From an optimization exercise on the open Yosys and OpenROAD flow, aimed at small area; shortcuts taken in it are not production practice. In this exercise RTL edits were held to simulation tests only and were not proved equivalent to the original.

Design synth_unit, start of the top module:
module synth_unit (
    input  logic clk_i,
    input  logic rst_n_i,
    input  logic reg_write_i,
    input  logic [11:0] reg_write_addr_i,
    input  logic [31:0] reg_write_data_i,
    input  logic [3:0] reg_write_strobe_i,
    input  logic reg_read_i,
    input  logic [11:0] reg_read_addr_i,
    output logic [31:0] read_data_o,
    output logic [15:0] sample_o,
    output logic sample_valid_o,
    input  logic sample_ready_i
);
    localparam int NUM_VOICES = 4;
    localparam int FIFO_DEPTH = 8;
    logic [NUM_VOICES-1:0] cfg_enable;
    logic [2*NUM_VOICES-1:0] cfg_wave_sel;
    logic [32*NUM_VOICES-1:0] cfg_increment;
    logic [16*NUM_VOICES-1:0] cfg_gain;
    logic [NUM_VOICES-1:0] voice_start;
    logic [31:0] duty;
    logic run;
    logic [15:0] gen_sample;
    logic gen_valid, gen_ready;
    unit_registers #(.NUM_VOICES(NUM_VOICES)) u_regs (
        .clk_i           ( clk_i              ),
        .rst_n_i         ( rst_n_i            ),
        .write_i         ( reg_write_i        ),
        .write_addr_i    ( reg_write_addr_i   ),
        .write_data_i    ( reg_write_data_i   ),
        .write_strobe_i  ( reg_write_strobe_i ),
        .read_i          ( reg_read_i         ),
        .read_addr_i     ( reg_read_addr_i    ),
        .read_data_o     ( read_data_o        ),
        .cfg_enable_o    ( cfg_enable         ),
        .cfg_wave_sel_o  ( cfg_wave_sel       ),
        .cfg_increment_o ( cfg_increment      ),
        .cfg_gain_o      ( cfg_gain           ),
        .voice_start_o   ( voice_start        ),
        .duty_o          ( duty               ),
        .run_o           ( run                )
    );
    voice_generator #(.NUM_VOICES(NUM_VOICES)) u_gen (
        .clk_i (clk_i), .rst_n_i (rst_n_i),
        .cfg_enable_i (cfg_enable), .cfg_wave_sel_i (cfg_wave_sel),
        .cfg_increment_i (cfg_increment), .cfg_gain_i (cfg_gain),
        .voice_start_i (voice_start), .duty_i (duty), .run_i (run),
        .sample_o (gen_sample), .sample_valid_o (gen_valid), .sample_ready_i (gen_ready)
    );
    sample_fifo #(.WIDTH(16), .FIFO_DEPTH(FIFO_DEPTH)) u_fifo (
        .clk_i (clk_i), .rst_n_i (rst_n_i),
        .in_i (gen_sample), .in_valid_i (gen_valid), .in_ready_o (gen_ready),
  ...
Size in the first run: roughly 4,900 cells after synthesis, ~110 I/O pins, about 47,000 um2 of cells after synthesis.
clock: 13.0 ns
lec_check: 0
abc_area: 1
cap_margin: 5
core_margin: 2
core_utilization: 60
cts_cluster_diameter: 130
cts_cluster_size: 24
place_density: 0.75
slew_margin: 5
standard.sh (not shown) runs the stock make flow with config.mk's settings and CLKGATE_MAP_FILE= SYNTH_SCRIPT=/design/flow/synth_recipe.tcl, a recipe that flattens the netlist after the stock synthesis.
==> flow/flow/run.sh <==
#!/bin/bash
# Own layout flow: the standard flow (standard.sh) with these changes:
# - synthesis: Yosys's synth runs with -noabc, so its quick generic ABC pass
#   does not restructure the RTL's full-adder trees before extract_fa maps them
#   to adder cells; and the final ABC mapping uses ABC's area-oriented mapper
#   (amap) in place of map. Registers, names and flattening are the standard
#   flow's.
# - placement buffers every input and output port with the smallest buffer,
#   sky130_fd_sc_hd__buf_1, instead of the one buffer_ports picks itself.
# Everything else (floorplan, power grid, taps, CTS, routing) is standard.
# make's full output goes to flow_synth.log and flow_make.log here; ORFS's
# per-step logs stay under orfs/logs.
set -euo pipefail
work=$(pwd)
sed 's/yosys synth -nofsm -noshare /yosys synth -nofsm -noshare -noabc /' synth_recipe.tcl > flow_synth.tcl
grep -q -- '-noabc' flow_synth.tcl
sed 's#synth_recipe\.tcl#flow_synth.tcl#g' standard.sh > flow_standard.sh
grep -q 'flow_synth\.tcl' flow_standard.sh
# ORFS's scripts with the area ABC script changed; only synthesis reads it.
rm -rf flow_scripts
cp -r "$FLOW_HOME/scripts" flow_scripts
printf 'strash\ndch\namap\ntopo\nstime -c\nbuffer -c\nupsize -c\ndnsize -c\n' > flow_scripts/abc_area.script
bash flow_standard.sh "SCRIPTS_DIR=$work/flow_scripts" synth > flow_synth.log 2>&1
grep -q 'flow_scripts/abc_area.script' orfs/logs/*/synth_unit/base/1_2_yosys.log
bash flow_standard.sh "BUFFER_PORTS_ARGS=-buffer_cell sky130_fd_sc_hd__buf_1" finish > flow_make.log 2>&1
test -s out/final.def
Edit:
--- a/flow/config.mk
+++ b/flow/config.mk
@@ -10,6 +10,6 @@
 export CORE_MARGIN = 2
-export CORE_UTILIZATION = 60
-export CTS_CLUSTER_DIAMETER = 130
-export CTS_CLUSTER_SIZE = 24
-export PLACE_DENSITY = 0.75
+export CORE_UTILIZATION = 40
+export CTS_CLUSTER_DIAMETER = 150
+export CTS_CLUSTER_SIZE = 20
+export PLACE_DENSITY = 0.6
 export SLEW_MARGIN = 5
Effect: The changed run completed without violations. Final area is higher by about 1.8%. Die area is higher by 49%. Maximum frequency is higher by about 1.1%.

---

Setup of the baseline:
synth_unit again, from the RTL that the note above started with.
export LEC_CHECK = 0
export ABC_AREA = 1
export CAP_MARGIN = 5
export CORE_MARGIN = 2
export CORE_UTILIZATION = 40
export CTS_CLUSTER_DIAMETER = 130
export CTS_CLUSTER_SIZE = 24
export PLACE_DENSITY = 0.6
export SLEW_MARGIN = 5
create_clock -name core_clock -period 13.0 [get_ports {clk_i}]
Scripts as last shown in full above: flow/flow/run.sh
diff inputs: the baseline => the candidate
- CTS_CLUSTER_DIAMETER changed from 130 to 150
- CAP_MARGIN changed from 5 to 20
- SLEW_MARGIN changed from 5 to 20
- CTS_CLUSTER_SIZE changed from 24 to 20
Findings:
Status: cell count of the worst hold path parity (the baseline, the candidate). For the baseline, the end point of the critical path was u_gen.phase_q[1][31], unlike the candidate, where it was u_gen.slot_q[2]. Summary of the candidate over the baseline: number of well taps stayed essentially flat, inverter count shows an increase of 1.6%, non-clock buffer count went up by 1.6%, core occupancy in the finished layout now larger. Delta (the candidate minus the baseline): number of clock buffers in the layout picked up an extra about 9%; floorplan die area neither gained nor lost much; minimum setup slack in the final design picked up an extra 0.019 ns.

[static timing again, ports no longer ideal]
Ports are ideal in the flow. The routed layouts listed here were re-timed in OpenROAD.
Step 1 assumes that a clkbuf_16 drives the clock port and a buf_2 every other input.
Step 2 also shifts input and output timing later by t, the mid clock arrival at the registers, as if the neighbouring blocks saw the same clock.
a / b / c = ideal / step 1 / step 2; a / b = the first two.
run	shift t [ns]	setup slack, ns	worst data-port slew with drivers (ns)
the first run of note 1	0.655	0.764 / 0.764 / 0.764	0.07
the second run of note 1	0.701	0.901 / 0.901 / 0.901	0.09
the baseline	0.702	0.895 / 0.895 / 0.895	0.10
the candidate	0.680	0.914 / 0.914 / 0.914	0.09
After both steps every run listed still meets setup and hold.
